From an optimization exercise on the open Yosys and OpenROAD flow, aimed at small area and a short achievable clock period; shortcuts taken in it are not production practice.
In this exercise RTL edits were held to simulation tests only and were not proved equivalent to the original.
Power is estimated from default activity; no workload was simulated.

**design/flow/design.v**
```verilog
package cmvPkg;
    typedef struct packed {
        logic                   write;  
        logic [7-1:0] addr;
        logic [8-1:0] data;  
    } spiCmdT;
    typedef enum logic [2:0] {
        SPI_IDLE,
        SPI_ENABLE,   
        SPI_SHIFT,    
        SPI_TAIL,     
        SPI_DISABLE   
    } spiStateT;
    typedef enum logic [1:0] {
        SEQ_IDLE,
        SEQ_SETTLE,
        SEQ_REQUEST,  
        SEQ_STREAM
    } seqStateT;
    typedef struct packed {
        logic                   valid;
        logic [8-1:0] data;
    } pixelBeatT;
    typedef struct packed {
        logic                    dataValid;
        logic [10-1:0] data;
    } sensorInT;
endpackage
module spiRegPort (
    input  logic                   clk,
    input  logic                   rstN,
    input  logic                   spiStart,
    input  cmvPkg::spiCmdT         spiCmd,
    input  logic                   spiMiso,
    output logic                   spiBusy,
    output logic                   spiDone,
    output logic [8-1:0] readData,
    output logic                   sysResN,
    output logic                   spiEn,
    output logic                   spiSck,
    output logic                   spiMosi
);
    localparam int CMD_W = 1 + 7 + 8;  
    logic [5:0]       step;
    logic [CMD_W-1:0] shiftReg;  
    logic             writeOp;
    logic             shiftNow;   
    logic [5:0]       stepNext;
    logic             busyNext;
    logic             enNext;
    logic [CMD_W-1:0] shiftNext;
    logic             idle;       
    assign shiftNow = !idle && !step[0] && (step >= 6'd2) && (step <= 6'd32);
    assign busyNext = !idle ? (step != 6'd34) : spiStart;
    assign stepNext = !idle ? step + 1'b1 : 6'd0;
    assign enNext   = !idle ? (step <= 6'd32) : spiStart;
    always_comb begin
        shiftNext = shiftReg;
        if (idle && spiStart) begin
            shiftNext = {spiCmd.write, spiCmd.addr,
                         spiCmd.data & {8{spiCmd.write}}};
        end else if (shiftNow) begin
            shiftNext = {shiftReg[CMD_W-2:0], spiMiso && (step != 6'd2)};
        end
    end
    always_ff @(posedge clk or negedge rstN) begin
        if (!rstN) begin
            spiBusy  <= 1'b0;
            idle     <= 1'b1;
            step     <= '0;
            spiEn    <= 1'b0;
            spiSck   <= 1'b0;
            spiMosi  <= 1'b0;
            spiDone  <= 1'b0;
            sysResN  <= 1'b0;  
            readData <= '0;
        end else begin
            spiBusy <= busyNext;
            idle    <= !busyNext;
            step    <= stepNext;
            spiEn   <= enNext;
            spiSck  <= !idle && step[0] && (step <= 6'd31);
            spiMosi <= enNext && shiftNext[CMD_W-1];
            spiDone <= !idle && (step == 6'd33);
            if (idle && spiStart) sysResN <= 1'b1;  
            if (!idle && (step == 6'd33) && !writeOp) begin
                readData <= shiftReg[8-1:0];  
            end
        end
    end
    always_ff @(posedge clk) begin
        shiftReg <= shiftNext;
        if (idle && spiStart) writeOp <= spiCmd.write;
    end
endmodule
module frameSequencer #(
    parameter int frameRows = 480
) (
    input  logic clk,
    input  logic rstN,
    input  logic frameStart,
    input  logic rowDone,
    output logic frameBusy,
    output logic frameReq,
    output logic streamEn,
    output logic frameDone,
    output logic frameBusyRose  
);
    localparam int SETTLE_W = $clog2(2500);
    localparam int ROW_W = $clog2(frameRows + 1);
    localparam int CNT_W = (SETTLE_W > ROW_W) ? SETTLE_W : ROW_W;
    logic             idle;
    logic             settle;
    logic             request;  
    logic [CNT_W-1:0] cnt;
    logic             idleNext;
    logic             settleNext;
    logic             requestNext;
    logic             streamNext;
    logic             settleEnd;
    logic             lastRow;
    assign settleEnd   = settle && (cnt == CNT_W'(2500 - 1));
    assign lastRow     = streamEn && rowDone && (cnt == CNT_W'(frameRows - 1));
    assign idleNext    = idle ? !frameStart : lastRow;
    assign settleNext  = idle ? frameStart : (settle && !settleEnd);
    assign requestNext = settleEnd;
    assign streamNext  = request || (streamEn && !lastRow);
    always_ff @(posedge clk or negedge rstN) begin
        if (!rstN) begin
            idle          <= 1'b1;
            settle        <= 1'b0;
            request       <= 1'b0;
            streamEn      <= 1'b0;
            frameBusy     <= 1'b0;
            frameReq      <= 1'b0;
            frameDone     <= 1'b0;
            frameBusyRose <= 1'b0;
            cnt           <= '0;
        end else begin
            idle          <= idleNext;
            settle        <= settleNext;
            request       <= requestNext;
            streamEn      <= streamNext;
            frameBusy     <= !idleNext;
            frameReq      <= requestNext;
            frameDone     <= lastRow;  
            frameBusyRose <= idle && frameStart;
            if (idle || request) begin
                cnt <= '0;
            end else if (settle ? !settleEnd : (rowDone && !lastRow)) begin
                cnt <= cnt + 1'b1;
            end
        end
    end
endmodule
module rowCropper (
    input  logic                clk,
    input  logic                rstN,
    input  logic                streamEn,
    input  cmvPkg::sensorInT    sensorIn,
    output cmvPkg::pixelBeatT   pixelBeat,
    output logic                rowDone
);
    localparam int CNT_W = $clog2(648 + 1);
    localparam int FIRST_PIX = 4;
    localparam int LAST_PIX = 648 - 4 - 1;
    logic [CNT_W-1:0]       pixCnt;  
    logic                   dvPrev;
    logic                   beatValid;
    logic [8-1:0] beatData;
    logic                   inWindow;
    logic                   rowFull;
    logic                   dvFall;
    assign inWindow = (pixCnt >= CNT_W'(FIRST_PIX)) && (pixCnt <= CNT_W'(LAST_PIX));
    assign rowFull  = (pixCnt == CNT_W'(648));
    assign dvFall   = dvPrev && !sensorIn.dataValid;
    always_ff @(posedge clk or negedge rstN) begin
        if (!rstN) begin
            pixCnt    <= '0;
            dvPrev    <= 1'b0;
            beatValid <= 1'b0;
            rowDone   <= 1'b0;
        end else begin
            dvPrev    <= sensorIn.dataValid;
            beatValid <= 1'b0;
            rowDone   <= 1'b0;
            if (!streamEn) begin
                pixCnt <= '0;  
            end else if (dvFall && rowFull) begin
                pixCnt  <= '0;
                rowDone <= 1'b1;
            end else if (sensorIn.dataValid) begin
                beatValid <= inWindow;  
                if (!rowFull) pixCnt <= pixCnt + 1'b1;
            end
        end
    end
    always_ff @(posedge clk) begin
        beatData <= sensorIn.data[10-1 -: 8];
    end
    assign pixelBeat.valid = beatValid;
    assign pixelBeat.data  = beatData;
endmodule
module pixelFifo (
    input  logic                   clk,
    input  logic                   rstN,
    input  cmvPkg::pixelBeatT      pixelBeat,
    input  logic                   pixelRd,
    input  logic                   clearOverflow,  
    output logic [8-1:0] pixelData,
    output logic                   pixelAvail,
    output logic                   almostFull,
    output logic                   overflow
);
    localparam int AW = $clog2(256);
    localparam int DW = 8;
    localparam int NB = 4;                
    localparam int SW = AW - 2;           
    logic [1:0]    wrBank;      
    logic [1:0]    fetchBank;   
    logic          lastWrote;   
    logic [DW-1:0] lastData;    
    logic [AW:0]   fillCount;   
    logic          full;
    logic          avail;       
    logic          empty;       
    logic          availNext;
    logic [DW-1:0] head;
    logic [DW-1:0] bankHead [NB];
    logic          wrEn;
    logic          rdEn;
    logic          pendZero;    
    logic          fresh;       
    logic          appW;        
    logic          app;         
    logic [DW-1:0] appData;
    assign wrEn      = pixelBeat.valid && !full;  
    assign rdEn      = pixelRd && !empty;         
    assign availNext = (wrEn && !rdEn) ? 1'b1 :
                       (rdEn && !wrEn) ? (fillCount != (AW+1)'(1)) : !empty;
    assign pendZero  = (fillCount[AW:1] == '0);
    assign fresh     = (fillCount == (AW+1)'(2)) && lastWrote;
    assign appW      = wrEn && pendZero && (empty || rdEn);
    assign app       = appW || (!pendZero && rdEn);
    assign appData   = pendZero ? pixelBeat.data : fresh ? lastData : bankHead[fetchBank];
    for (genvar b = 0; b < NB; b++) begin : g_bank
        logic [DW-1:0] line [1 << SW];  
        logic          push;
        logic          take;
        logic [7:0]    lo;
        logic [7:0]    hi;
        logic [DW-1:0] grp [8];
        logic [DW-1:0] rd;
        assign push = wrEn && (wrBank == 2'(b));
        assign take = app && (fetchBank == 2'(b));
        always_comb begin
            rd = '0;
            for (int g = 0; g < 8; g++) begin
                grp[g] = '0;
                for (int j = 0; j < 8; j++) grp[g] = grp[g] | (line[8 * g + j] & {DW{lo[j]}});
                rd = rd | (grp[g] & {DW{hi[g]}});
            end
        end
        always_ff @(posedge clk) begin
            if (push) begin
                line[0] <= pixelBeat.data;
                for (int i = 1; i < (1 << SW); i++) line[i] <= line[i - 1];
            end
            bankHead[b] <= rd;
        end
        always_ff @(posedge clk or negedge rstN) begin
            if (!rstN) begin
                lo <= 8'h80;  
                hi <= 8'h80;
            end else if (push && !take) begin
                lo <= {lo[6:0], lo[7]};
                if (lo[7]) hi <= {hi[6:0], hi[7]};
            end else if (take && !push) begin
                lo <= {lo[0], lo[7:1]};
                if (lo[0]) hi <= {hi[0], hi[7:1]};
            end
        end
    end
    always_ff @(posedge clk) begin
        if (app) head <= appData;
        lastData <= pixelBeat.data;
    end
    always_ff @(posedge clk or negedge rstN) begin
        if (!rstN) begin
            wrBank     <= '0;
            fetchBank  <= '0;
            lastWrote  <= 1'b0;
            fillCount  <= '0;
            full       <= 1'b0;
            avail      <= 1'b0;
            empty      <= 1'b1;
            almostFull <= 1'b0;
            overflow   <= 1'b0;
        end else begin
            if (wrEn) wrBank <= wrBank + 1'b1;
            if (app) fetchBank <= fetchBank + 1'b1;
            lastWrote <= wrEn && !appW;
            avail     <= availNext;
            empty     <= !availNext;
            if (wrEn && !rdEn) begin
                fillCount <= fillCount + 1'b1;
                full      <= (fillCount == (AW+1)'(256 - 1));
                if (fillCount == (AW+1)'(224 - 1)) almostFull <= 1'b1;
            end else if (rdEn && !wrEn) begin
                fillCount <= fillCount - 1'b1;
                full      <= 1'b0;
                if (fillCount == (AW+1)'(224)) almostFull <= 1'b0;
            end
            if (pixelBeat.valid && full) begin
                overflow <= 1'b1;  
            end else if (clearOverflow) begin
                overflow <= 1'b0;
            end
        end
    end
    assign pixelData  = head;
    assign pixelAvail = avail;
endmodule
module cmvCaptureTop #(
    parameter int frameRows = 480
) (
    input  logic                   clk,
    input  logic                   rstN,
    input  logic                   spiStart,
    input  logic [15:0]            spiCmd,    
    output logic                   spiBusy,
    output logic                   spiDone,
    output logic [8-1:0] readData,
    input  logic                   spiMiso,
    output logic                   sysResN,
    output logic                   spiEn,
    output logic                   spiSck,
    output logic                   spiMosi,
    output logic                   frameReq,
    input  logic [10:0]            sensorIn,  
    input  logic                   frameStart,
    output logic                   frameBusy,
    output logic                   frameDone,
    input  logic                   pixelRd,
    output logic [8-1:0] pixelData,
    output logic                   pixelAvail,
    output logic                   almostFull,
    output logic                   overflow
);
    logic              streamEn;
    logic              frameBusyRose;
    logic              rowDone;
    cmvPkg::pixelBeatT pixelBeat;
    spiRegPort i_spi (
        .clk(clk), .rstN(rstN),
        .spiStart(spiStart), .spiCmd(spiCmd), .spiMiso(spiMiso),
        .spiBusy(spiBusy), .spiDone(spiDone), .readData(readData),
        .sysResN(sysResN), .spiEn(spiEn), .spiSck(spiSck), .spiMosi(spiMosi)
    );
    frameSequencer #(.frameRows(frameRows)) i_seq (
        .clk(clk), .rstN(rstN),
        .frameStart(frameStart), .rowDone(rowDone),
        .frameBusy(frameBusy), .frameReq(frameReq),
        .streamEn(streamEn), .frameDone(frameDone),
        .frameBusyRose(frameBusyRose)
    );
    rowCropper i_crop (
        .clk(clk), .rstN(rstN),
        .streamEn(streamEn), .sensorIn(sensorIn),
        .pixelBeat(pixelBeat), .rowDone(rowDone)
    );
    pixelFifo i_fifo (
        .clk(clk), .rstN(rstN),
        .pixelBeat(pixelBeat), .pixelRd(pixelRd),
        .clearOverflow(frameBusyRose),  
        .pixelData(pixelData), .pixelAvail(pixelAvail),
        .almostFull(almostFull), .overflow(overflow)
    );
endmodule
```
**design/flow/flow/run.sh**
```bash
#!/bin/bash
# The standard layout (standard.sh: standard synthesis through finish)
# with two changes to how the layout is made:
#  - the ports are buffered with a plain buf_2 rather than the delay buffer
#    buffer_ports picks by default (every port still gets its own buffer);
#  - ORFS's timing repair aims for a larger setup margin, so that it works
#    on the paths that set the achieved period. The clock period and the
#    constraints are the design's.
set -euo pipefail
export BUFFER_PORTS_ARGS="-buffer_cell sky130_fd_sc_hd__buf_2"
bash standard.sh "BUFFER_PORTS_ARGS=$BUFFER_PORTS_ARGS" SETUP_SLACK_MARGIN=6.5 finish > standard_sh.log 2>&1
```
**design/flow/standard.sh**
```bash
#!/bin/bash
# synth_recipe.tcl (not shown) runs the flow's synth.tcl, then flattens the netlist and writes it again
# the make line also repeats each setting of config.mk as NAME=value (left out here)
make -C /OpenROAD-flow-scripts/flow DESIGN_CONFIG=/design/flow/config.mk WORK_HOME=/design/flow/orfs CLKGATE_MAP_FILE= SYNTH_SCRIPT=/design/flow/synth_recipe.tcl "${@:-finish}"
```
**design/flow/config.mk**
```make
export PLATFORM = sky130hd
export DESIGN_NAME = cmvCaptureTop
export DESIGN_NICKNAME = cmvCaptureTop
export VERILOG_FILES = /design/flow/design.v
export SDC_FILE = /design/flow/constraint.sdc
export NUM_CORES = 4
export LEC_CHECK = 0
export CAP_MARGIN = 20
export CORE_MARGIN = 2
export CORE_UTILIZATION = 40
export CTS_CLUSTER_DIAMETER = 100
export CTS_CLUSTER_SIZE = 30
export SLEW_MARGIN = 20
export SYNTH_MEMORY_MAX_BITS = 4096
```
**design/flow/constraint.sdc**
```tcl
create_clock -name core_clock -period 10.0 [get_ports {clk}]
set_input_delay 2.0000 -clock core_clock [delete_from_list [all_inputs] [get_ports {clk}]]
set_output_delay 2.0000 -clock core_clock [all_outputs]
set_load 0.01 [all_outputs]
```
==> reports/results.ini, run 1 <==
[synth]
synthCells=4563
syn_area_um2=82000
synth_cell_type_count=63
synthTopCellsByArea=edfxtp_1 (76%), a22oi_1 (11%), dfrtp_1 (3.8%)
synth-main-ff-cell=edfxtp_1
synth-edff-count=2072
synth_top_cell_area_share_pct=75.9
yosys-top-cells-count=edfxtp_1 (2072), a22oi_1 (1152), nand4_1 (299)
synth-async-reset-ratio_pct=6.03
yosys.area.top_type=edfxtp_1
ys_ff_latch=2257
ys_seq_area_share_pct=81.2
syn_area_per_cell_um2=18.0
yosysMostFrequentCell=edfxtp_1
synthesis.nets=4624
synth_warnings=13

[clock_network]
clock-root-buffer=clkbuf_16
cts_hold_buffers=0
htreeDepth=3
cts_tree=yes
cts.path.max_buffers=3
cts-buffers-inserted=89
clk_latency_ns=0.75
cts.sinks=2257
post_cts_buffers=0
clk_pin_slew_ns=0.11

[worst_setup_path]
slowest_delay_ns=0.51
cp.depth=1
critPathMaxFanout=1
crit_path_start_kind=flop
crit_chain=buf_2
crit_arrival_ns=1.43
worst_ep_required_time_ns=8.00
path_buf_inv=1
crit_family=flip-flops
critPathCaptureType=output pin
cp_slowest_cell=edfxtp_1
r2r_cells=5
crit_path_start=i_fifo.head[5]
r2r-start=i_fifo.full
criticalPathCategory=reg2out

[cells_and_area]
finalNetCount=4535
final_cell_area_um2=88000
drive_gt1_share_pct=6.82
area_delta_synth_final_pct=7.30

[min_path]
hold_depth=0
hold_path.startpoint=i_fifo.g_bank[2].line[45][5]
hold_class=reg2reg

[timing]
final_max_slew_viol_count=0
period_needed_ns=3.43
skew_ns=0.0454
period_share_pct=34.3
finalHoldViolations=0
setup_violations=0
max-slew-margin-rel_pct=24.8
worst_pin_slew_ns=1.13
fin_setup_tns_ns=0
rsz0062_at_grt=no
fmax_mhz=291

[grt]
antenna_found_initial=9
grt_pass1_vias=42200
grt_pass1_wl_um=269000
grt_overflow=0
grt_max_degree=207
grt_usage_pct=16.4

[run_status]
status=finished clean

[placement]
portBuffers=58
placed_area_um2=85100
place_congestion=0.772
hpwlAfterDp_um=93700

[floorplanning]
die_h_um=457
core_area_um2=204000
die_w_um=457
dieArea_um2=209000
row_count=166
initial_core_util_pct=40.2
io_pins=61

[pwr]
power_density_nw_per_um2=173
p_leak_nw=24.9
vdd_drop_max_mv=0.163
power_w=0.0152

[detailed_routing]
drt_first_pass_iters=9
wl_per_cell_um=24.6
antenna_left=0
viasPerCell=5.97
num_vias=43200
routed_wl_um=178000
detail_route.iter0.violations=5474
route.detailed.drc=0

[job]
max_cap_viol_count=0

[cell families (layout without fill, tap and decap cells)]
group                      count (synthesis)  in the layout  synth area share [%]
other                                      0              3                     0
DFF                                     2257           2257                  81.2
buffers and inverters                    328            310                  1.53
xor gates and xnor gates                  23             23                 0.246
adders and majority gates                 28             28                 0.427
muxes                                     85             85                  1.05
and+or+nand+nor                          533            535                  3.70
AOI/OAI and AO/OA                       1309           1309                  11.8
[cell type report]
| type | count | area [µm²] |
|---|---|---|
| timing repair buffer | 124 | 891 |
| fill | 17600 | 116000 |
| sequential | 2257 | 66700 |
| clock buffer | 149 | 2530 |
| tap | 2688 | 3360 |
| inverter | 22 | 82.6 |
| clock inverter | 15 | 238 |
| multi-input combinational | 1980 | 14200 |
| antenna | 3 | 7.51 |
[sequential cells by signal (all words and copies together) (netlist names), 6 cells and up]
register,cells
i_fifo.g_bank.line,2048
i_fifo.bankHead,32
i_fifo.g_bank.hi,32
i_fifo.g_bank.lo,32
i_spi.shiftReg,16
i_seq.cnt,12
i_crop.pixCnt,10
i_fifo.fillCount,9
i_crop.beatData,8
i_fifo.head,8
i_fifo.lastData,8
i_spi.readData,8
i_spi.step,6
[cell usage in the layout, fill, tap and decap left out, drive strengths merged, types with 7 or more instances in the layout]
cell type	n
nor2	69
buf	124
inv	29
a222oi	8
o21ai	46
dfrtp	125
nor3	16
ha	28
nand2	68
dfxtp	49
xnor2	10
nor4	8
nand3	14
dfstp	11
or4	7
and2	16
clkbuf	149
edfxtp	2072
a221o	8
a22oi	1152
mux2	9
or3	10
xor2	13
a22o	15
a21oi	48
mux2i	76
nand4	299
[report_power, final]
| part | internal (W) | switching (W) |
|---|---|---|
| Clock | 0.00185 | 0.00281 |
| Sequential | 0.0102 | 0.0000866 |
| Combinational | 0.000103 | 0.000172 |
[per-layer routing]
| metal | routed length, µm | up-vias | GRT usage, % | share of wire [%] |
|---|---|---|---|---|
| li1 | - | 18800 | - | - |
| met1 | 79800 | 22600 | 24.9 | 45 |
| met2 | 81800 | 1610 | 25.1 | 46 |
| met3 | 12300 | 188 | 2.25 | 6.9 |
| met4 | 3780 | 2 | 3.85 | 2.1 |
| met5 | 13 | - | 0 | 0.0073 |
[what timing repair did]
item,CTS,global route
resized for setup,16,9
pin swaps,1,1
endpoints found under the setup margin,465,369
gates cloned,1,1
[worst paths after layout]
path / end / slack [ns]
hold reg to reg: i_fifo.g_bank[2].line[46][5] / 0.44
max in group asynchronous: i_fifo.g_bank[2].lo[1] / 7.20
hold / removal: i_fifo.g_bank[2].line[46][5] / 0.44
setup / recovery: pixelData[5] / 6.57
min in group asynchronous: i_spi.readData[0] / 1.24
setup reg to reg: i_fifo.g_bank[1].line[59][3] / 6.74
[stage by stage]
step	instances	util [%]	hold slack, ns	setup slack (ns)
after floorplan	4563	-	0.373	4.38
after CTS	7233	43.1	0.441	6.49
after global placement	7068	41.7	0.420	5.48
final	7238	43.1	0.439	6.57
after detailed placement	7068	41.7	0.431	5.49
after global routing	7236	43.1	0.442	6.52
==> inputs of run 2 (changes only) <==
--- a/design/flow/design.v
+++ b/design/flow/design.v
@@ -111,7 +111,7 @@
     localparam int CNT_W = (SETTLE_W > ROW_W) ? SETTLE_W : ROW_W;
     logic             idle;
     logic             settle;
-    logic             request;  
+    logic             requestN;  
     logic [CNT_W-1:0] cnt;
     logic             idleNext;
     logic             settleNext;
@@ -124,12 +124,12 @@
     assign idleNext    = idle ? !frameStart : lastRow;
     assign settleNext  = idle ? frameStart : (settle && !settleEnd);
     assign requestNext = settleEnd;
-    assign streamNext  = request || (streamEn && !lastRow);
+    assign streamNext  = !requestN || (streamEn && !lastRow);
     always_ff @(posedge clk or negedge rstN) begin
         if (!rstN) begin
             idle          <= 1'b1;
             settle        <= 1'b0;
-            request       <= 1'b0;
+            requestN      <= 1'b1;
             streamEn      <= 1'b0;
             frameBusy     <= 1'b0;
             frameReq      <= 1'b0;
@@ -139,13 +139,13 @@
         end else begin
             idle          <= idleNext;
             settle        <= settleNext;
-            request       <= requestNext;
+            requestN      <= !requestNext;
             streamEn      <= streamNext;
             frameBusy     <= !idleNext;
             frameReq      <= requestNext;
             frameDone     <= lastRow;  
             frameBusyRose <= idle && frameStart;
-            if (idle || request) begin
+            if (idle || !requestN) begin
                 cnt <= '0;
             end else if (settle ? !settleEnd : (rowDone && !lastRow)) begin
                 cnt <= cnt + 1'b1;
@@ -214,10 +214,13 @@
 );
     localparam int AW = $clog2(256);
     localparam int DW = 8;
-    localparam int NB = 4;                
-    localparam int SW = AW - 2;           
-    logic [1:0]    wrBank;      
-    logic [1:0]    fetchBank;   
+    localparam int NB = 2;                
+    localparam int BW = $clog2(NB);
+    localparam int BD = 256 / NB;  
+    localparam int LN = 16;               
+    localparam int HN = BD / LN;          
+    logic [BW-1:0] wrBank;      
+    logic [BW-1:0] fetchBank;   
     logic          lastWrote;   
     logic [DW-1:0] lastData;    
     logic [AW:0]   fillCount;   
@@ -230,6 +233,7 @@
     logic          wrEn;
     logic          rdEn;
     logic          pendZero;    
+    logic          fillIs2;     
     logic          fresh;       
     logic          appW;        
     logic          app;         
@@ -238,46 +242,45 @@
     assign rdEn      = pixelRd && !empty;         
     assign availNext = (wrEn && !rdEn) ? 1'b1 :
                        (rdEn && !wrEn) ? (fillCount != (AW+1)'(1)) : !empty;
-    assign pendZero  = (fillCount[AW:1] == '0);
-    assign fresh     = (fillCount == (AW+1)'(2)) && lastWrote;
+    assign fresh     = fillIs2 && lastWrote;
     assign appW      = wrEn && pendZero && (empty || rdEn);
     assign app       = appW || (!pendZero && rdEn);
     assign appData   = pendZero ? pixelBeat.data : fresh ? lastData : bankHead[fetchBank];
     for (genvar b = 0; b < NB; b++) begin : g_bank
-        logic [DW-1:0] line [1 << SW];  
+        logic [DW-1:0] line [BD];   
         logic          push;
         logic          take;
-        logic [7:0]    lo;
-        logic [7:0]    hi;
-        logic [DW-1:0] grp [8];
+        logic [LN-1:0] lo;
+        logic [HN-1:0] hi;
+        logic [DW-1:0] grp [HN];
         logic [DW-1:0] rd;
-        assign push = wrEn && (wrBank == 2'(b));
-        assign take = app && (fetchBank == 2'(b));
+        assign push = wrEn && (wrBank == BW'(b));
+        assign take = app && (fetchBank == BW'(b));
         always_comb begin
             rd = '0;
-            for (int g = 0; g < 8; g++) begin
+            for (int g = 0; g < HN; g++) begin
                 grp[g] = '0;
-                for (int j = 0; j < 8; j++) grp[g] = grp[g] | (line[8 * g + j] & {DW{lo[j]}});
+                for (int j = 0; j < LN; j++) grp[g] = grp[g] | (line[LN * g + j] & {DW{lo[j]}});
                 rd = rd | (grp[g] & {DW{hi[g]}});
             end
         end
         always_ff @(posedge clk) begin
             if (push) begin
                 line[0] <= pixelBeat.data;
-                for (int i = 1; i < (1 << SW); i++) line[i] <= line[i - 1];
+                for (int i = 1; i < BD; i++) line[i] <= line[i - 1];
             end
             bankHead[b] <= rd;
         end
         always_ff @(posedge clk or negedge rstN) begin
             if (!rstN) begin
-                lo <= 8'h80;  
-                hi <= 8'h80;
+                lo <= LN'(1) << (LN - 1);  
+                hi <= HN'(1) << (HN - 1);
             end else if (push && !take) begin
-                lo <= {lo[6:0], lo[7]};
-                if (lo[7]) hi <= {hi[6:0], hi[7]};
+                lo <= {lo[LN-2:0], lo[LN-1]};
+                if (lo[LN-1]) hi <= {hi[HN-2:0], hi[HN-1]};
             end else if (take && !push) begin
-                lo <= {lo[0], lo[7:1]};
-                if (lo[0]) hi <= {hi[0], hi[7:1]};
+                lo <= {lo[0], lo[LN-1:1]};
+                if (lo[0]) hi <= {hi[0], hi[HN-1:1]};
             end
         end
     end
@@ -291,6 +294,8 @@
             fetchBank  <= '0;
             lastWrote  <= 1'b0;
             fillCount  <= '0;
+            pendZero   <= 1'b1;
+            fillIs2    <= 1'b0;
             full       <= 1'b0;
             avail      <= 1'b0;
             empty      <= 1'b1;
@@ -304,10 +309,14 @@
             empty     <= !availNext;
             if (wrEn && !rdEn) begin
                 fillCount <= fillCount + 1'b1;
+                pendZero  <= (fillCount == '0);
+                fillIs2   <= (fillCount == (AW+1)'(1));
                 full      <= (fillCount == (AW+1)'(256 - 1));
                 if (fillCount == (AW+1)'(224 - 1)) almostFull <= 1'b1;
             end else if (rdEn && !wrEn) begin
                 fillCount <= fillCount - 1'b1;
+                pendZero  <= (fillCount <= (AW+1)'(2));
+                fillIs2   <= (fillCount == (AW+1)'(3));
                 full      <= 1'b0;
                 if (fillCount == (AW+1)'(224)) almostFull <= 1'b0;
             end
--- a/design/flow/flow/run.sh
+++ b/design/flow/flow/run.sh
@@ -8,4 +8,4 @@
 #    constraints are the design's.
 set -euo pipefail
 export BUFFER_PORTS_ARGS="-buffer_cell sky130_fd_sc_hd__buf_2"
-bash standard.sh "BUFFER_PORTS_ARGS=$BUFFER_PORTS_ARGS" SETUP_SLACK_MARGIN=6.5 finish > standard_sh.log 2>&1
+bash standard.sh "BUFFER_PORTS_ARGS=$BUFFER_PORTS_ARGS" SETUP_SLACK_MARGIN=6.8 finish > standard_sh.log 2>&1
--- a/design/flow/config.mk
+++ b/design/flow/config.mk
@@ -8,7 +8,7 @@
 export CAP_MARGIN = 20
 export CORE_MARGIN = 2
 export CORE_UTILIZATION = 40
-export CTS_CLUSTER_DIAMETER = 100
-export CTS_CLUSTER_SIZE = 30
+export CTS_CLUSTER_DIAMETER = 80
+export CTS_CLUSTER_SIZE = 24
 export SLEW_MARGIN = 20
 export SYNTH_MEMORY_MAX_BITS = 4096
==> run 2 against run 1 <==
Net effect: setup slack improved by 0.097 ns; sequential share of layout area increased by 0.35 points; non-clock buffer count increased by 3; fmax grew 2.9%; cell area fell by 1.4%; via count is 3.4% lower; area after synthesis is 2.1% lower; flip-flop and latch count fell by 31; cell count decreased by 4.9%; register-to-register slack gained 0.20 ns; clock power increased by 2%; hold slack got worse by 0.014 ns; critical path type unchanged; largest power group unchanged.
==> reports/results.ini, run 2 <==
[run_status]
status=finished clean

[floorplanning]
initial_core_util_pct=40.2  ; +0.051 points
io_pins=61  ; unchanged
row_count=164  ; -1.2%
core_area_um2=200000  ; -2.2%
die_w_um=452  ; -1.0%
die_h_um=452  ; -1.0%
dieArea_um2=204000  ; -2.1%

[cells_and_area]
largest_register=i_fifo.g_bank.line
drive_gt1_share_pct=7.03  ; +0.22 points
final_cell_area_um2=86800  ; -1.4%
fillCellCount=17200  ; -2.4%
area_delta_synth_final_pct=8.07
reg_top3=i_fifo.g_bank.line x2048, i_fifo.g_bank.lo x32
finalNetCount=4204  ; -7.3%
layout_common_cells=edfxtp_1 (2072), a22o_1 (527), a221oi_1 (512)
layout_commonest_cell=edfxtp_1
largest_register_ffs=2048  ; unchanged

[worst_setup_path]
crit_path_start_kind=flop
crit_path_start=i_fifo.almostFull
r2r_cells=6  ; +1
criticalPathCategory=reg2out
crit_arrival_ns=1.34  ; -0.09 ns
r2r_end=i_fifo.g_bank[1].line[126][0]
reg2reg_slack_ns=6.94  ; +0.20 ns
crit_family=flip-flops
critPathCaptureType=output pin
slowest_delay_ns=0.41  ; -0.10 ns
r2r-start=i_fifo.full
critPathMaxFanout=3  ; +2
path_buf_inv=1  ; unchanged
worst_ep_required_time_ns=8.00  ; about the same
cp_slowest_cell=dfrtp_1
cp.depth=1  ; unchanged
crit_chain=buf_6

[pwr]
power_density_nw_per_um2=232  ; +34%
internal_power_w=0.0151  ; +24%
seq_power_share_pct=67.9  ; +0.3 points
combPwrFrac_pct=8.6  ; +6.8 points
p_leak_nw=25.3  ; +1.6%
p_sw_w=0.00508  ; +66%
clockPowerShare_pct=23.5  ; -7.0 points
vdd_drop_max_mv=0.206  ; +27%
sw_frac_of_total_pct=25.2  ; +5.1 points

[detailed_routing]
viasPerCell=6.06  ; +1.6%
routed_wl_um=186000  ; +4.7%
route.detailed.drc=0  ; unchanged
wl_per_cell_um=27.0  ; +10%
detail_route.iter0.violations=5320  ; -2.8%
drt_first_pass_iters=5  ; -4
antenna_left=0  ; unchanged
num_vias=41700  ; -3.4%

[timing]
worst_pin_slew_ns=1.11  ; -0.0194 ns
fmax_mhz=300  ; +2.9%
finalHoldViolations=0  ; unchanged
period_needed_ns=3.34  ; -0.0969 ns
period_share_pct=33.4  ; -0.97 points
skew_ns=0.0364  ; -0.00892 ns
setup_violations=0  ; unchanged
final_max_slew_viol_count=0  ; unchanged
fin_setup_tns_ns=0  ; unchanged
rsz0062_at_grt=yes
max-slew-margin-rel_pct=25.3  ; +0.51 points

[synth]
synth_warnings=9  ; -4
synthAdderAreaFrac_pct=0.265  ; -0.16 points
synth_top_cell_area_share_pct=77.5  ; +1.6 points
synthesis.nets=4253  ; -8.0%
yosysMostFrequentCell=edfxtp_1
synth-simple-area-share_pct=2.22  ; -1.5 points
syn_area_um2=80300  ; -2.1%
synth_mux_area_share_pct=0.885  ; -0.17 points
yosys-top-cells-count=edfxtp_1 (2072), a22o_1 (527), a221oi_1 (512)
synth-async-reset-ratio_pct=5.44  ; -0.59 points
ys_ff_latch=2226  ; -1.4%
syn_area_per_cell_um2=19.1  ; +6.3%
synth-main-ff-cell=edfxtp_1
yosys.area.top_type=edfxtp_1
synth_compound_gate_area_share_pct=12.8  ; +0.92 points
synth_cell_type_count=49  ; -22%
synth-edff-count=2072  ; unchanged
ys_seq_area_share_pct=82.1  ; +0.86 points
synth_top_family_by_area=compound AO/OA/AOI/OAI gates
synth-xor-area-share_pct=0.338  ; +0.092 points
synthTopCellsByArea=edfxtp_1 (77%), a22o_1 (5.7%), a221oi_1 (5.6%)
synthCells=4203  ; -7.9%

[placement]
hpwlAfterDp_um=95100  ; +1.4%
portBuffers=58  ; unchanged
place_congestion=0.762  ; -1.3%
placed_area_um2=83500  ; -1.9%

[clock_network]
cts_tree=yes
cts-buffers-inserted=102  ; +15%
clk_latency_ns=0.77  ; +0.02 ns
clk_pin_slew_ns=0.10  ; about the same
clock-root-buffer=clkbuf_16
htreeDepth=3  ; unchanged
cts.sinks=2226  ; -1.4%
cts.path.max_buffers=3  ; unchanged

[min_path]
hold_path.startpoint=i_crop.beatData[5]
worstHoldEndpoint=i_fifo.lastData[5]
hold_depth=0  ; unchanged
hold_class=reg2reg

[grt]
grt_max_degree=203  ; -1.9%
grt_usage_pct=17.6  ; +1.2 points
grt_pass1_wl_um=275000  ; +2.1%
grt_overflow=0  ; unchanged
antenna_found_initial=4  ; -5
grt_pass1_vias=41200  ; -2.6%

[job]
max_cap_viol_count=0  ; unchanged

-- run 2: cell types whose count changed after synthesis, sizes merged, moves of 16 or more --
cell / previous run / this run
clkbuf: 225 / 206
a22o: 15 / 527
a22oi: 1152 / 65
dfxtp: 49 / 33
a21oi: 48 / 27
nand4: 299 / 153
o21ai: 46 / 63
a221oi: 0 / 512
-- run 2: layout make-up --
type / instances / area (µm²) / share of cell area [%]
antenna: 2 / 5.00 / 0.00577
clock buffer: 167 / 2840 / 3.27
multi-input combinational: 1673 / 13300 / 15.3
clock inverter: 5 / 50.0 / 0.0577
tap: 2656 / 3320 / 3.83
sequential: 2226 / 66000 / 76.1
timing repair buffer: 127 / 1160 / 1.34
inverter: 24 / 90.1 / 0.104
-- run 2: per-stage QoR --
step / utilization, % / setup WS [ns] / power [W] / std cells / hold slack [ns]
after global placement: 41.8 / 5.41 / 0.0154 / 6693 / 0.403
final: 43.5 / 6.66 / 0.0202 / 6880 / 0.424
after detailed placement: 41.8 / 5.47 / 0.0155 / 6693 / 0.412
after CTS: 43.3 / 6.59 / 0.0203 / 6867 / 0.431
after global routing: 43.5 / 6.59 / 0.0209 / 6879 / 0.451
after floorplan: - / -7.72 / 0.0160 / 4203 / 0.358
-- run 2: power groups by stage --
| stage | registers (W) | clock network (W) | logic (W) |
|---|---|---|---|
| floorplan | 0.0148 | 0 | 0.00117 |
| global placement | 0.0138 | 0 | 0.00158 |
| detailed placement | 0.0139 | 0 | 0.00163 |
| CTS | 0.0137 | 0.00488 | 0.00168 |
| global route | 0.0139 | 0.00517 | 0.00189 |
| finish | 0.0137 | 0.00475 | 0.00173 |
-- run 2: cells by family after synthesis --
group,count (synthesis)
flops,2226
fa+ha+maj,17
simple gates,337
mux,70
buf+inv,304
xor+xnor,31
compound gates,1218
-- run 2: how the worst max path moves through the flow --
stage                     slack (ns)                     end
after floorplan                -7.72  i_fifo.g_bank[0].hi[5]
after global placement          5.41  i_fifo.g_bank[1].hi[3]
after detailed placement        5.47  i_fifo.g_bank[1].hi[1]
after CTS                       6.59              almostFull
after global routing            6.59              almostFull
final                           6.66              almostFull
-- run 2: routing by layer --
| metal | routed length [µm] | track usage, % | vias up |
|---|---|---|---|
| met4 | 4190 | 3.91 | 0 |
| met5 | 0 | 0 | - |
| met1 | 79900 | 25.6 | 21900 |
| met2 | 87900 | 28.0 | 1776 |
| met3 | 14100 | 2.89 | 242 |
| li1 | - | - | 17800 |
-- run 2: repair_timing --
action	CTS	global route
pin swaps	0	2
cloned	2	2
setup buffers	0	9
hold buffers	0	0
setup endpoints to repair	880	699
resized for setup	23	28
==> inputs of run 3 (changes only) <==
--- a/design/flow/config.mk
+++ b/design/flow/config.mk
@@ -7,8 +7,9 @@
 export LEC_CHECK = 0
 export CAP_MARGIN = 20
 export CORE_MARGIN = 2
-export CORE_UTILIZATION = 40
+export CORE_UTILIZATION = 60
 export CTS_CLUSTER_DIAMETER = 80
 export CTS_CLUSTER_SIZE = 24
+export PLACE_DENSITY = 0.7
 export SLEW_MARGIN = 20
 export SYNTH_MEMORY_MAX_BITS = 4096
==> run 3 against run 2 <==
Net effect: routed wire length down 4.5%; flip-flop and latch count unchanged; register-to-register slack worse by 0.04 ns; cell count down 13%; cell area down 1.1%; utilization up 21 points; combinational power about the same; global-route usage up 7.8 points.
==> reports/results.ini, run 3 <==
[run_status]
status=finished clean

[detailed_routing]
antenna_left=0  ; unchanged
detail_route.iter0.violations=5884  ; +11%
route.detailed.drc=0  ; unchanged
drt_first_pass_iters=6  ; +1
num_vias=42100  ; +1.0%
routed_wl_um=178000  ; -4.5%
wl_per_cell_um=29.6  ; +9.5%
viasPerCell=7.02  ; +16%

[cells_and_area]
reg_top3=i_fifo.g_bank.line x2048, i_fifo.g_bank.lo x32
final_core_util_pct=64.5  ; +21 points
largest_register=i_fifo.g_bank.line
final_cell_area_um2=85900  ; -1.1%
area_delta_synth_final_pct=6.93
drive_gt1_share_pct=7.30  ; +0.27 points
largest_register_ffs=2048  ; unchanged
layout_commonest_cell=edfxtp_1
fillCellCount=8958  ; -48%
layout_common_cells=edfxtp_1 (2072), a22o_1 (527), a221oi_1 (512)
num_antenna_cells=0  ; -2
finalNetCount=4209  ; +0.12%

[worst_setup_path]
cp_slowest_cell=dfrtp_1
crit_arrival_ns=1.39  ; +0.05 ns
worst_ep_required_time_ns=8.00  ; about the same
slowest_delay_ns=0.46  ; +0.05 ns
criticalPathCategory=reg2out
crit_family=flip-flops
critPathCaptureType=output pin
crit_chain=buf_2
path_buf_inv=1  ; unchanged
crit_path_start_kind=flop
critPathMaxFanout=1  ; -2

[floorplanning]
row_count=134  ; -18%
die_w_um=370  ; -18%
io_pins=61  ; unchanged
die_h_um=370  ; -18%
dieArea_um2=137000  ; -33%
core_area_um2=133000  ; -33%
initial_core_util_pct=60.3  ; +20 points

[min_path]
hold_class=reg2reg

[synth]
yosys-top-cells-count=edfxtp_1 (2072), a22o_1 (527), a221oi_1 (512)
synth_top_cell_area_share_pct=77.5  ; unchanged
ys_seq_area_share_pct=82.1  ; unchanged
synthTopCellsByArea=edfxtp_1 (77%), a22o_1 (5.7%), a221oi_1 (5.6%)
synth-async-reset-ratio_pct=5.44  ; unchanged
synth-main-ff-cell=edfxtp_1
ys_ff_latch=2226  ; unchanged
yosysMostFrequentCell=edfxtp_1
yosys.area.top_type=edfxtp_1
synth_warnings=9  ; unchanged
syn_area_um2=80300  ; unchanged
synthCells=4203  ; unchanged
synth_cell_type_count=49  ; unchanged
synthesis.nets=4253  ; unchanged
synth-edff-count=2072  ; unchanged
syn_area_per_cell_um2=19.1  ; unchanged

[timing]
timing.final.ws_setup_ns=6.61  ; -0.0525 ns
skew_ns=0.0280  ; -0.00842 ns
final_max_slew_viol_count=0  ; unchanged
rsz0062_at_grt=yes
finalHoldWorstSlack_ns=0.396  ; -0.0280 ns
period_needed_ns=3.39  ; +0.0525 ns
worst_pin_slew_ns=1.02  ; -0.0866 ns
fin_setup_tns_ns=0  ; unchanged
setup_violations=0  ; unchanged
max-slew-margin-rel_pct=31.9  ; +6.6 points
period_share_pct=33.9  ; +0.53 points
fmax_mhz=295  ; -1.6%
finalHoldViolations=0  ; unchanged

[placement]
placed_area_um2=82400  ; -1.3%
place_congestion=0.776  ; +1.7%
hpwlAfterDp_um=91300  ; -4.0%
portBuffers=58  ; unchanged
dp_slack_ns=5.64  ; +0.169 ns

[grt]
grt_max_degree=202  ; -0.49%
antenna_found_initial=1  ; -3
grt_usage_pct=25.4  ; +7.8 points
use_met2_pct=37.1  ; +9.1 points
grt_pass1_wl_um=260000  ; -5.3%
gr-usage-met1_pct=39.6  ; +14 points
grt_overflow=0  ; unchanged
grt_pass1_vias=41000  ; -0.42%
grt_most_used_layer=met1
use_met3_pct=5.62  ; +2.7 points

[clock_network]
cts_tree=yes
clk_latency_ns=0.75  ; -0.02 ns
clock-root-buffer=clkbuf_16
cts.path.max_buffers=3  ; unchanged
clk_pin_slew_ns=0.09  ; about the same
htreeDepth=3  ; unchanged
cts.sinks=2226  ; unchanged
cts-buffers-inserted=104  ; +2.0%

[pwr]
power_density_nw_per_um2=235  ; +1.3%
p_leak_nw=25.4  ; +0.39%
vdd_drop_max_mv=0.257  ; +25%

[job]
max_cap_viol_count=0  ; unchanged

-- run 3: metal layers --
metal  routed length [µm]  part of all wire (%)
met5                   81                 0.046
met4                 3540                   2.0
met3                20300                    11
met2                79600                    45
met1                74200                    42
-- run 3: path summary, 6_finish.rpt --
check / startpoint / to / slack (ns) / cells after the start
worst max-delay path: i_fifo.avail / pixelAvail / 6.61 / 1
worst min-delay path: i_crop.beatData[0] / i_fifo.lastData[0] / 0.40 / 0
worst max register to register: i_fifo.full / i_fifo.g_bank[0].line[110][3] / 6.90 / 5
worst min register to register: i_crop.beatData[0] / i_fifo.lastData[0] / 0.40 / 0
max in group asynchronous: rstN / i_fifo.g_bank[0].lo[2] / 7.30 / 2
min in group asynchronous: rstN / i_crop.pixCnt[1] / 1.21 / 1
-- run 3: cell type report --
type | count | area, µm² | share of cell area [%]
Sequential cell | 2226 | 66000 | 76.9
Inverter | 24 | 90.1 | 0.105
Timing Repair Buffer | 128 | 1190 | 1.38
Clock inverter | 9 | 85.1 | 0.0991
Multi-Input combinational cell | 1675 | 13300 | 15.5
Clock buffer | 171 | 2950 | 3.43
Tap cell | 1768 | 2210 | 2.58
-- run 3: kinds of logic after synthesis --
kind of cell	Yosys count	synth area share, %
xor+xnor	31	0.338
mux	70	0.885
fa+ha+maj	17	0.265
simple gates	337	2.22
compound gates	1218	12.8
flops	2226	82.1
buf+inv	304	1.46
-- run 3: report_power, final --
| part | leakage [nW] | switching (W) | internal, W |
|---|---|---|---|
| Clock | 1.45 | 0.00275 | 0.00204 |
| Sequential | 19.0 | 0.000920 | 0.0128 |
| Combinational | 4.94 | 0.00137 | 0.000350 |
| Total | 25.4 | 0.00504 | 0.0152 |
-- run 3: stage by stage --
| step | total power (W) | cells |
|---|---|---|
| after floorplan | 0.0160 | 4203 |
| after global placement | 0.0154 | 5802 |
| after detailed placement | 0.0155 | 5802 |
| after CTS | 0.0203 | 5989 |
| after global routing | 0.0209 | 6001 |
| final | 0.0202 | 6001 |
-- run 3: repair_timing --
item	CTS	global route
setup endpoints to repair	1343	834
pin swaps	1	2
gates cloned	4	3
buffers inserted	3	9
hold buffers	0	0
resized for setup	24	21
-- run 3: worst reg2reg max path: cells and delay by family (launching register included) --
family | cells | cell delay (ns)
buf+inv | 3 | 1.80
simple gates | 2 | 0.31
flops | 1 | 0.40
==> inputs of run 4 (changes only) <==
--- a/design/flow/design.v
+++ b/design/flow/design.v
@@ -106,9 +106,16 @@
     output logic frameDone,
     output logic frameBusyRose  
 );
-    localparam int SETTLE_W = $clog2(2500);
-    localparam int ROW_W = $clog2(frameRows + 1);
-    localparam int CNT_W = (SETTLE_W > ROW_W) ? SETTLE_W : ROW_W;
+    localparam int CNT_W = 12;
+    function automatic logic [CNT_W-1:0] cntAfter(input int n);
+        cntAfter = CNT_W'(1);
+        for (int i = 0; i < n; i++) begin
+            cntAfter = {cntAfter[10:0], cntAfter[11] ^ cntAfter[5] ^ cntAfter[3] ^ cntAfter[0]};
+        end
+    endfunction
+    localparam logic [CNT_W-1:0] CNT_0      = cntAfter(0);
+    localparam logic [CNT_W-1:0] CNT_SETTLE = cntAfter(2500 - 1);  
+    localparam logic [CNT_W-1:0] CNT_ROWS   = cntAfter(frameRows - 1);  
     logic             idle;
     logic             settle;
     logic             requestN;  
@@ -119,8 +126,8 @@
     logic             streamNext;
     logic             settleEnd;
     logic             lastRow;
-    assign settleEnd   = settle && (cnt == CNT_W'(2500 - 1));
-    assign lastRow     = streamEn && rowDone && (cnt == CNT_W'(frameRows - 1));
+    assign settleEnd   = settle && (cnt == CNT_SETTLE);
+    assign lastRow     = streamEn && rowDone && (cnt == CNT_ROWS);
     assign idleNext    = idle ? !frameStart : lastRow;
     assign settleNext  = idle ? frameStart : (settle && !settleEnd);
     assign requestNext = settleEnd;
@@ -135,7 +142,7 @@
             frameReq      <= 1'b0;
             frameDone     <= 1'b0;
             frameBusyRose <= 1'b0;
-            cnt           <= '0;
+            cnt           <= CNT_0;
         end else begin
             idle          <= idleNext;
             settle        <= settleNext;
@@ -146,9 +153,9 @@
             frameDone     <= lastRow;  
             frameBusyRose <= idle && frameStart;
             if (idle || !requestN) begin
-                cnt <= '0;
+                cnt <= CNT_0;
             end else if (settle ? !settleEnd : (rowDone && !lastRow)) begin
-                cnt <= cnt + 1'b1;
+                cnt <= {cnt[10:0], cnt[11] ^ cnt[5] ^ cnt[3] ^ cnt[0]};
             end
         end
     end
@@ -159,24 +166,32 @@
     input  logic                streamEn,
     input  cmvPkg::sensorInT    sensorIn,
     output cmvPkg::pixelBeatT   pixelBeat,
+    output logic                beatValidNext,  
     output logic                rowDone
 );
-    localparam int CNT_W = $clog2(648 + 1);
     localparam int FIRST_PIX = 4;
     localparam int LAST_PIX = 648 - 4 - 1;
-    logic [CNT_W-1:0]       pixCnt;  
+    function automatic logic [9:0] pixAfter(input int n);
+        pixAfter = 10'd1;
+        for (int i = 0; i < n; i++) pixAfter = {pixAfter[8:0], pixAfter[9] ^ pixAfter[6]};
+    endfunction
+    localparam logic [9:0] PIX_0    = pixAfter(0);
+    localparam logic [9:0] PIX_OPEN = pixAfter(FIRST_PIX - 1);       
+    localparam logic [9:0] PIX_LAST = pixAfter(LAST_PIX);            
+    localparam logic [9:0] PIX_FULL = pixAfter(648);     
+    logic [9:0]             pixCnt;    
+    logic                   inWindow;  
     logic                   dvPrev;
     logic                   beatValid;
     logic [8-1:0] beatData;
-    logic                   inWindow;
     logic                   rowFull;
     logic                   dvFall;
-    assign inWindow = (pixCnt >= CNT_W'(FIRST_PIX)) && (pixCnt <= CNT_W'(LAST_PIX));
-    assign rowFull  = (pixCnt == CNT_W'(648));
+    assign rowFull  = (pixCnt == PIX_FULL);
     assign dvFall   = dvPrev && !sensorIn.dataValid;
     always_ff @(posedge clk or negedge rstN) begin
         if (!rstN) begin
-            pixCnt    <= '0;
+            pixCnt    <= PIX_0;
+            inWindow  <= 1'b0;
             dvPrev    <= 1'b0;
             beatValid <= 1'b0;
             rowDone   <= 1'b0;
@@ -185,19 +200,26 @@
             beatValid <= 1'b0;
             rowDone   <= 1'b0;
             if (!streamEn) begin
-                pixCnt <= '0;  
+                pixCnt   <= PIX_0;  
+                inWindow <= 1'b0;
             end else if (dvFall && rowFull) begin
-                pixCnt  <= '0;
-                rowDone <= 1'b1;
+                pixCnt   <= PIX_0;
+                inWindow <= 1'b0;
+                rowDone  <= 1'b1;
             end else if (sensorIn.dataValid) begin
                 beatValid <= inWindow;  
-                if (!rowFull) pixCnt <= pixCnt + 1'b1;
+                if (!rowFull) begin
+                    pixCnt <= {pixCnt[8:0], pixCnt[9] ^ pixCnt[6]};
+                    if (pixCnt == PIX_OPEN) inWindow <= 1'b1;
+                    else if (pixCnt == PIX_LAST) inWindow <= 1'b0;
+                end
             end
         end
     end
     always_ff @(posedge clk) begin
         beatData <= sensorIn.data[10-1 -: 8];
     end
+    assign beatValidNext   = streamEn && sensorIn.dataValid && inWindow;
     assign pixelBeat.valid = beatValid;
     assign pixelBeat.data  = beatData;
 endmodule
@@ -205,6 +227,7 @@
     input  logic                   clk,
     input  logic                   rstN,
     input  cmvPkg::pixelBeatT      pixelBeat,
+    input  logic                   beatValidNext,  
     input  logic                   pixelRd,
     input  logic                   clearOverflow,  
     output logic [8-1:0] pixelData,
@@ -225,6 +248,9 @@
     logic [DW-1:0] lastData;    
     logic [AW:0]   fillCount;   
     logic          full;
+    logic          fullNext;
+    logic [BW-1:0] wrBankNext;
+    logic [NB-1:0] pushQ;       
     logic          avail;       
     logic          empty;       
     logic          availNext;
@@ -239,6 +265,9 @@
     logic          app;         
     logic [DW-1:0] appData;
     assign wrEn      = pixelBeat.valid && !full;  
+    assign fullNext  = (wrEn && !rdEn) ? (fillCount == (AW+1)'(256 - 1)) :
+                       (rdEn && !wrEn) ? 1'b0 : full;
+    assign wrBankNext = wrEn ? wrBank + 1'b1 : wrBank;
     assign rdEn      = pixelRd && !empty;         
     assign availNext = (wrEn && !rdEn) ? 1'b1 :
                        (rdEn && !wrEn) ? (fillCount != (AW+1)'(1)) : !empty;
@@ -254,7 +283,7 @@
         logic [HN-1:0] hi;
         logic [DW-1:0] grp [HN];
         logic [DW-1:0] rd;
-        assign push = wrEn && (wrBank == BW'(b));
+        assign push = pushQ[b];  
         assign take = app && (fetchBank == BW'(b));
         always_comb begin
             rd = '0;
@@ -297,12 +326,17 @@
             pendZero   <= 1'b1;
             fillIs2    <= 1'b0;
             full       <= 1'b0;
+            pushQ      <= '0;
             avail      <= 1'b0;
             empty      <= 1'b1;
             almostFull <= 1'b0;
             overflow   <= 1'b0;
         end else begin
-            if (wrEn) wrBank <= wrBank + 1'b1;
+            wrBank    <= wrBankNext;
+            full      <= fullNext;
+            for (int b = 0; b < NB; b++) begin
+                pushQ[b] <= beatValidNext && !fullNext && (wrBankNext == BW'(b));
+            end
             if (app) fetchBank <= fetchBank + 1'b1;
             lastWrote <= wrEn && !appW;
             avail     <= availNext;
@@ -311,13 +345,11 @@
                 fillCount <= fillCount + 1'b1;
                 pendZero  <= (fillCount == '0);
                 fillIs2   <= (fillCount == (AW+1)'(1));
-                full      <= (fillCount == (AW+1)'(256 - 1));
                 if (fillCount == (AW+1)'(224 - 1)) almostFull <= 1'b1;
             end else if (rdEn && !wrEn) begin
                 fillCount <= fillCount - 1'b1;
                 pendZero  <= (fillCount <= (AW+1)'(2));
                 fillIs2   <= (fillCount == (AW+1)'(3));
-                full      <= 1'b0;
                 if (fillCount == (AW+1)'(224)) almostFull <= 1'b0;
             end
             if (pixelBeat.valid && full) begin
@@ -358,6 +390,7 @@
 );
     logic              streamEn;
     logic              frameBusyRose;
+    logic              beatValidNext;
     logic              rowDone;
     cmvPkg::pixelBeatT pixelBeat;
     spiRegPort i_spi (
@@ -376,11 +409,11 @@
     rowCropper i_crop (
         .clk(clk), .rstN(rstN),
         .streamEn(streamEn), .sensorIn(sensorIn),
-        .pixelBeat(pixelBeat), .rowDone(rowDone)
+        .pixelBeat(pixelBeat), .beatValidNext(beatValidNext), .rowDone(rowDone)
     );
     pixelFifo i_fifo (
         .clk(clk), .rstN(rstN),
-        .pixelBeat(pixelBeat), .pixelRd(pixelRd),
+        .pixelBeat(pixelBeat), .beatValidNext(beatValidNext), .pixelRd(pixelRd),
         .clearOverflow(frameBusyRose),  
         .pixelData(pixelData), .pixelAvail(pixelAvail),
         .almostFull(almostFull), .overflow(overflow)
--- a/design/flow/config.mk
+++ b/design/flow/config.mk
@@ -7,9 +7,8 @@
 export LEC_CHECK = 0
 export CAP_MARGIN = 20
 export CORE_MARGIN = 2
-export CORE_UTILIZATION = 60
+export CORE_UTILIZATION = 40
 export CTS_CLUSTER_DIAMETER = 80
 export CTS_CLUSTER_SIZE = 24
-export PLACE_DENSITY = 0.7
 export SLEW_MARGIN = 20
 export SYNTH_MEMORY_MAX_BITS = 4096
==> run 4 against run 3 <==
Net effect: flip-flop and latch count up 3; first-iteration DRC count down 18%; combinational power down 15%; clock-buffer cell count decreased by 2; die area rose by 49%; cell area rose by 0.82%; register-to-register slack improved by 0.09 ns; fmax up 1.3%; synthesized cell count shrank 0.57%; utilization shrank 21 points; global-route usage down 7.8 points; largest power group unchanged.
==> reports/results.ini, run 4 <==
[placement]
placed_area_um2=83500  ; +1.3%
place_congestion=0.762  ; -1.8%
hpwlAfterDp_um=95300  ; +4.3%
portBuffers=58  ; unchanged

[synth]
synth_warnings=9  ; unchanged
yosys-top-cells-count=edfxtp_1 (2072), a22o_1 (527), a221oi_1 (512)
synth-edff-count=2072  ; unchanged
synthesis.nets=4226  ; -0.63%
yosys.area.top_type=edfxtp_1
syn_area_um2=80200  ; about the same
synthCells=4179  ; -0.57%
synthTopCellsByArea=edfxtp_1 (78%), a22o_1 (5.8%), a221oi_1 (5.6%)
ys_seq_area_share_pct=82.3  ; +0.18 points
synth-async-reset-ratio_pct=5.56  ; +0.13 points
synth_cell_type_count=50  ; +2.0%
syn_area_per_cell_um2=19.2  ; +0.48%
ys_ff_latch=2229  ; +0.13%
synth_top_cell_area_share_pct=77.5  ; about the same
synth-main-ff-cell=edfxtp_1
yosysMostFrequentCell=edfxtp_1

[worst_setup_path]
crit_path_start=i_fifo.avail
crit_chain=buf_6
r2r-start=i_fifo.g_bank[1].lo[13]
crit_arrival_ns=1.34  ; -0.05 ns
r2r_cells=6  ; +1
slowest_delay_ns=0.45  ; about the same
crit_family=flip-flops
critPathMaxFanout=1  ; unchanged
worst_ep_required_time_ns=8.00  ; about the same
critPathCaptureType=output pin
reg2reg_slack_ns=6.99  ; +0.09 ns
cp.depth=1  ; unchanged
crit_path_start_kind=flop
cp_slowest_cell=dfrtp_2
r2r_end=i_fifo.bankHead[1][2]
path_buf_inv=1  ; unchanged
critical_path.endpoint=pixelAvail
criticalPathCategory=reg2out

[timing]
period_needed_ns=3.34  ; -0.0447 ns
max-slew-margin-rel_pct=25.4  ; -6.4 points
finalHoldWorstSlack_ns=0.428  ; +0.0316 ns
rsz0062_at_grt=yes
worst_pin_slew_ns=1.12  ; +0.0966 ns
finalHoldViolations=0  ; unchanged
setup_violations=0  ; unchanged
fmax_mhz=299  ; +1.3%
fin_setup_tns_ns=0  ; unchanged
skew_ns=0.0328  ; +0.00477 ns
final_max_slew_viol_count=0  ; unchanged
period_share_pct=33.4  ; -0.45 points

[cells_and_area]
largest_register=i_fifo.g_bank.line
finalNetCount=4170  ; -0.93%
final_cell_area_um2=86600  ; +0.82%
layout_commonest_cell=edfxtp_1
largest_register_ffs=2048  ; unchanged
layout_common_cells=edfxtp_1 (2072), a22o_1 (527), a221oi_1 (512)
area_delta_synth_final_pct=7.91
drive_gt1_share_pct=7.08  ; -0.22 points
reg_top3=i_fifo.g_bank.line x2048, i_fifo.g_bank.lo x32

[pwr]
power_w=0.0187  ; -7.6%
p_sw_w=0.00456  ; -9.6%
vdd_drop_max_mv=0.218  ; -15%
seq_power_share_pct=66.5  ; -1.3 points
power_density_nw_per_um2=216  ; -8.4%
sw_frac_of_total_pct=24.4  ; -0.54 points
internal_power_w=0.0141  ; -7.0%
clockPowerShare_pct=25.7  ; +2.0 points
p_leak_nw=23.5  ; -7.7%
combPwrFrac_pct=7.8  ; -0.7 points

[clock_network]
cts_hold_buffers=0  ; unchanged
clk_latency_ns=0.76  ; about the same
clk_pin_slew_ns=0.10  ; about the same
cts.path.max_buffers=3  ; unchanged
cts_tree=yes
cts.sinks=2229  ; +0.13%
htreeDepth=3  ; unchanged
cts-buffers-inserted=103  ; -0.96%
clock-root-buffer=clkbuf_16

[detailed_routing]
routed_wl_um=185000  ; +4.3%
num_vias=41500  ; -1.4%
route.detailed.drc=0  ; unchanged
detail_route.iter0.violations=4810  ; -18%
antenna_left=0  ; unchanged
viasPerCell=6.06  ; -14%
drt_first_pass_iters=5  ; -1
wl_per_cell_um=27.1  ; -8.6%

[job]
max_cap_viol_count=0  ; unchanged

[grt]
grt_pass1_vias=40600  ; -0.94%
grt_pass1_wl_um=273000  ; +5.1%
grt_overflow=0  ; unchanged
grt_max_degree=191  ; -5.4%
grt_usage_pct=17.6  ; -7.8 points
antenna_found_initial=7  ; +6

[floorplanning]
core_area_um2=199000  ; +50%
dieArea_um2=204000  ; +49%
io_pins=61  ; unchanged
die_w_um=452  ; +22%
die_h_um=452  ; +22%
row_count=164  ; +22%
initial_core_util_pct=40.2  ; -20 points

[min_path]
hold_class=reg2reg

[run_status]
status=finished clean

run 4: cell count changes after synthesis, sizes merged, moves of 3 or more:
cell	before	now
o21ai	63	54
buf	74	63
xor2	21	9
clkbuf	206	217
nand4	153	148
nand3	4	9
a21oi	27	32
mux2i	62	78
ha	17	14
o2111ai	6	0
inv	24	20
nor2	61	54
run 4: worst reg2reg max path: cells and delay by family (launching register included):
kind	cells	cell delay (ns)
AO/OA/AOI/OAI	3	0.97
flip-flops	1	0.77
AND/OR/NAND/NOR	2	0.55
buffers and inverters	1	0.47
run 4: how the worst min path moves through the flow:
stage | start | to | slack [ns] | depth (start not counted)
global placement | i_seq.settle | i_seq.requestN | 0.42 | 1
finish | i_crop.beatData[3] | i_fifo.lastData[3] | 0.43 | 0
global route | i_crop.beatData[6] | i_fifo.lastData[6] | 0.44 | 0
floorplan | i_crop.beatData[0] | i_fifo.lastData[0] | 0.36 | 0
CTS | i_crop.beatData[6] | i_fifo.lastData[6] | 0.43 | 0
detailed placement | i_crop.beatData[6] | i_fifo.lastData[6] | 0.42 | 0
run 4: cell families after synthesis:
family	Yosys count	synth area share, %
AO/OA/AOI/OAI	1206	12.6
XOR/XNOR	17	0.186
adder cells (fa/ha/maj)	14	0.218
buffers and inverters	300	1.42
flip-flops	2229	82.3
multiplexers	86	1.09
AND/OR/NAND/NOR	327	2.19
run 4: what timing repair did:
| action | in CTS | in global routing |
|---|---|---|
| buffers inserted | 2 | 1 |
| pin swaps | 1 | 3 |
| resized for setup | 10 | 14 |
| endpoints found under the setup margin | 198 | 1006 |
run 4: layout make-up:
class	count	area (µm²)
Clock buffer	169	2920
Sequential cell	2229	66100
Multi-Input combinational cell	1650	13200
Clock inverter	6	53.8
Timing Repair Buffer	119	920
Antenna cell	1	2.50
Tap cell	2656	3320
Inverter	20	75.1
Fill cell	17200	113000
run 4: through the flow:
stage	worst slack [ns]	instances	utilization (%)
after floorplan	1.22	4179	-
after global routing	6.58	6849	43.4
after detailed placement	5.69	6671	41.8
final	6.66	6850	43.4
after CTS	6.56	6848	43.4
after global placement	5.64	6671	41.8
run 4: power by group through the flow:
| stage | Sequential [W] | Clock [W] | Combinational [W] |
|---|---|---|---|
| 2_1_floorplan | 0.0136 | 0 | 0.000411 |
| 3_3_place_gp | 0.0126 | 0 | 0.00141 |
| 3_5_place_dp | 0.0126 | 0 | 0.00146 |
| 4_1_cts | 0.0124 | 0.00495 | 0.00146 |
| 5_1_grt | 0.0125 | 0.00523 | 0.00162 |
| 6_report | 0.0124 | 0.00480 | 0.00146 |
run 4: layer usage:
| metal | track usage, % | routed length (µm) | vias to the layer above |
|---|---|---|---|
| met5 | 0 | 13 | - |
| li1 | - | - | 17600 |
| met1 | 26.7 | 81900 | 21900 |
| met2 | 27.1 | 85700 | 1824 |
| met3 | 2.35 | 13800 | 227 |
| met4 | 3.80 | 3980 | 2 |
==> inputs of run 5 (changes only) <==
--- a/design/flow/flow/run.sh
+++ b/design/flow/flow/run.sh
@@ -8,4 +8,4 @@
 #    constraints are the design's.
 set -euo pipefail
 export BUFFER_PORTS_ARGS="-buffer_cell sky130_fd_sc_hd__buf_2"
-bash standard.sh "BUFFER_PORTS_ARGS=$BUFFER_PORTS_ARGS" SETUP_SLACK_MARGIN=6.8 finish > standard_sh.log 2>&1
+bash standard.sh "BUFFER_PORTS_ARGS=$BUFFER_PORTS_ARGS" SETUP_SLACK_MARGIN=7.0 finish > standard_sh.log 2>&1
==> run 5 against run 4 <==
Net effect: highest routed layer unchanged; sequential share of layout area down 0.33 points; area after synthesis unchanged; combinational power up 6%; still clean on timing, DRC and antenna; first-iteration DRC count up 5.0%.
==> reports/results.ini, run 5 <==
[run_status]
status=finished clean

[clock_network]
cts.sinks=2229  ; unchanged
cts_hold_buffers=0  ; unchanged
clk_latency_ns=0.76  ; about the same
cts.path.max_buffers=3  ; unchanged
clk_pin_slew_ns=0.10  ; about the same
cts-buffers-inserted=103  ; unchanged
cts_tree=yes
clock-root-buffer=clkbuf_16
htreeDepth=3  ; unchanged

[synth]
synth-edff-count=2072  ; unchanged
syn_area_per_cell_um2=19.2  ; unchanged
synth-main-ff-cell=edfxtp_1
synthesis.nets=4226  ; unchanged
synth_warnings=9  ; unchanged
yosysMostFrequentCell=edfxtp_1
synthTopCellsByArea=edfxtp_1 (78%), a22o_1 (5.8%), a221oi_1 (5.6%)
yosys-top-cells-count=edfxtp_1 (2072), a22o_1 (527), a221oi_1 (512)
synth-async-reset-ratio_pct=5.56  ; unchanged
ys_ff_latch=2229  ; unchanged
synthCells=4179  ; unchanged
syn_area_um2=80200  ; unchanged
synth_cell_type_count=50  ; unchanged
synth_top_cell_area_share_pct=77.5  ; unchanged
yosys.area.top_type=edfxtp_1
ys_seq_area_share_pct=82.3  ; unchanged

[timing]
max-slew-margin-rel_pct=24.7  ; -0.77 points
finalHoldViolations=0  ; unchanged
period_needed_ns=3.35  ; +0.00482 ns
period_share_pct=33.5  ; +0.048 points
rsz0062_at_grt=yes
skew_ns=0.0335  ; +0.000672 ns
fin_setup_tns_ns=0  ; unchanged
timing.final.ws_setup_ns=6.65  ; -0.00482 ns
final_max_slew_viol_count=0  ; unchanged
setup_violations=0  ; unchanged
fmax_mhz=299  ; -0.14%
worst_pin_slew_ns=1.13  ; +0.0115 ns

[cells_and_area]
area_delta_synth_final_pct=8.37
layoutNonFillerInstCount=6871  ; +0.31%
largest_register=i_fifo.g_bank.line
reg_top3=i_fifo.g_bank.line x2048, i_fifo.g_bank.lo x32
layout_common_cells=edfxtp_1 (2072), a22o_1 (527), a221oi_1 (512)
layout_commonest_cell=edfxtp_1
finalNetCount=4191  ; +0.50%
drive_gt1_share_pct=7.74  ; +0.65 points
largest_register_ffs=2048  ; unchanged

[detailed_routing]
wl_met2_um=87400  ; +1.9%
viasPerCell=6.06  ; about the same
top_layer=met5
wl_met3_um=13900  ; +0.67%
route.detailed.drc=0  ; unchanged
antenna_left=0  ; unchanged
num_vias=41600  ; +0.21%
m1WireLength_um=82400  ; +0.70%
drt_first_pass_iters=6  ; +1
routed_wl_um=187000  ; +0.96%
detail_route.iter0.violations=5049  ; +5.0%
wl_per_cell_um=27.2  ; +0.66%

[pwr]
clockPowerShare_pct=25.6  ; about the same
power_density_nw_per_um2=216  ; about the same
seq_power_share_pct=66.1  ; -0.4 points
p_sw_w=0.00458  ; +0.59%
p_leak_nw=23.7  ; +0.75%
sw_frac_of_total_pct=24.4  ; +0.044 points
combPwrFrac_pct=8.3  ; +0.5 points
vdd_drop_max_mv=0.218  ; about the same
internal_power_w=0.0142  ; +0.35%

[min_path]
hold_class=reg2reg
hold_path.startpoint=i_seq.settle
worstHoldEndpoint=i_seq.requestN
hold_depth=1  ; +1

[job]
max_cap_viol_count=0  ; unchanged

[floorplanning]
die_w_um=452  ; unchanged
dieArea_um2=204000  ; unchanged
die_h_um=452  ; unchanged
initial_core_util_pct=40.2  ; unchanged
row_count=164  ; unchanged
io_pins=61  ; unchanged
core_area_um2=199000  ; unchanged

[placement]
hpwlAfterDp_um=95300  ; unchanged
place_congestion=0.762  ; unchanged
dp_slack_ns=5.69  ; unchanged
dpl.cell_count=6671  ; unchanged
portBuffers=58  ; unchanged

[worst_setup_path]
crit_path_start_kind=flop
crit_arrival_ns=1.35  ; about the same
cp.depth=1  ; unchanged
crit_path_start=i_fifo.avail
r2r_end=i_fifo.bankHead[1][2]
worst_ep_required_time_ns=8.00  ; about the same
slowest_delay_ns=0.45  ; about the same
crit_chain=buf_6
reg2reg_slack_ns=6.93  ; -0.06 ns
critPathCaptureType=output pin
crit_family=flip-flops
r2r_cells=6  ; unchanged
cp_slowest_cell=dfrtp_2
critPathMaxFanout=1  ; unchanged
path_buf_inv=1  ; unchanged
criticalPathCategory=reg2out
r2r-start=i_fifo.g_bank[1].lo[13]

[grt]
grt_pass1_wl_um=273000  ; about the same
grt_overflow=0  ; unchanged
grt_max_degree=191  ; unchanged
antenna_found_initial=6  ; -1
grt_pass1_vias=40600  ; -0.0049%
grt_usage_pct=17.6  ; about the same

[run 5: cell counts after synthesis]
Identical to the previous run, type by type.
[run 5: layout make-up]
cell class              count  area (µm²)
clock inverters             6        53.8
fillers                 17100      113000
repair buffers            140        1240
well taps                2656        3320
inverters                  20        75.1
multi-input cells        1650       13200
diodes                      1        2.50
flip-flops and latches   2229       66100
clock buffers             169        2920
[run 5: power groups by stage]
stage,Combinational (W),Sequential (W),Clock [W]
2_1_floorplan,0.000411,0.0136,0
3_3_place_gp,0.00141,0.0126,0
3_5_place_dp,0.00146,0.0126,0
4_1_cts,0.00147,0.0124,0.00495
5_1_grt,0.00171,0.0125,0.00522
6_report,0.00155,0.0124,0.00481
[run 5: logic make-up (layout without fill, tap and decap cells)]
family / after synthesis / count (layout) / share of synthesized area (%)
AOI/OAI and AO/OA: 1206 / 1206 / 12.6
xor gates and xnor gates: 17 / 17 / 0.186
adders and majority gates: 14 / 14 / 0.218
buffers and inverters: 300 / 335 / 1.42
DFF: 2229 / 2229 / 82.3
muxes: 86 / 86 / 1.09
other: 0 / 1 / 0
and+or+nand+nor: 327 / 327 / 2.19
[run 5: worst max path at each step]
stage	endpoint	slack, ns
2_1_floorplan	i_fifo.g_bank[1].hi[5]	1.22
6_report	pixelAvail	6.65
3_3_place_gp	i_fifo.g_bank[1].hi[0]	5.64
3_5_place_dp	i_fifo.g_bank[1].hi[6]	5.69
5_1_grt	pixelAvail	6.58
4_1_cts	pixelAvail	6.56
[run 5: layer usage]
layer	global-route usage, %	up-vias
met5	0	-
met4	3.79	2
met3	2.35	200
met2	27.2	1768
met1	26.7	22000
li1	-	17700
[run 5: metrics by stage]
stage	area [µm²]	hold WS, ns	total power [W]	util, %
global placement	83500	0.416	0.0140	41.8
global route	86900	0.437	0.0194	43.6
finish	86900	0.428	0.0188	43.6
detailed placement	83500	0.418	0.0141	41.8
CTS	86600	0.430	0.0188	43.4
floorplan	80300	0.358	0.0140	-
[run 5: repair_timing]
item / in CTS / in global routing
pin swaps: 1 / 3
cloned: 0 / 5
setup endpoints to repair: 1214 / 667
setup buffers: 2 / 17
gates resized for setup: 23 / 19
hold endpoints to repair: 0 / 0

Re-timed with assumed drivers on the ports (clkbuf_16 on the clock, buf_2 on other inputs), run 5 has 6.571 ns of setup slack against 6.651 ns with ideal ports, and 6.063 ns once port delays also move by the mid clock arrival of 0.828 ns.
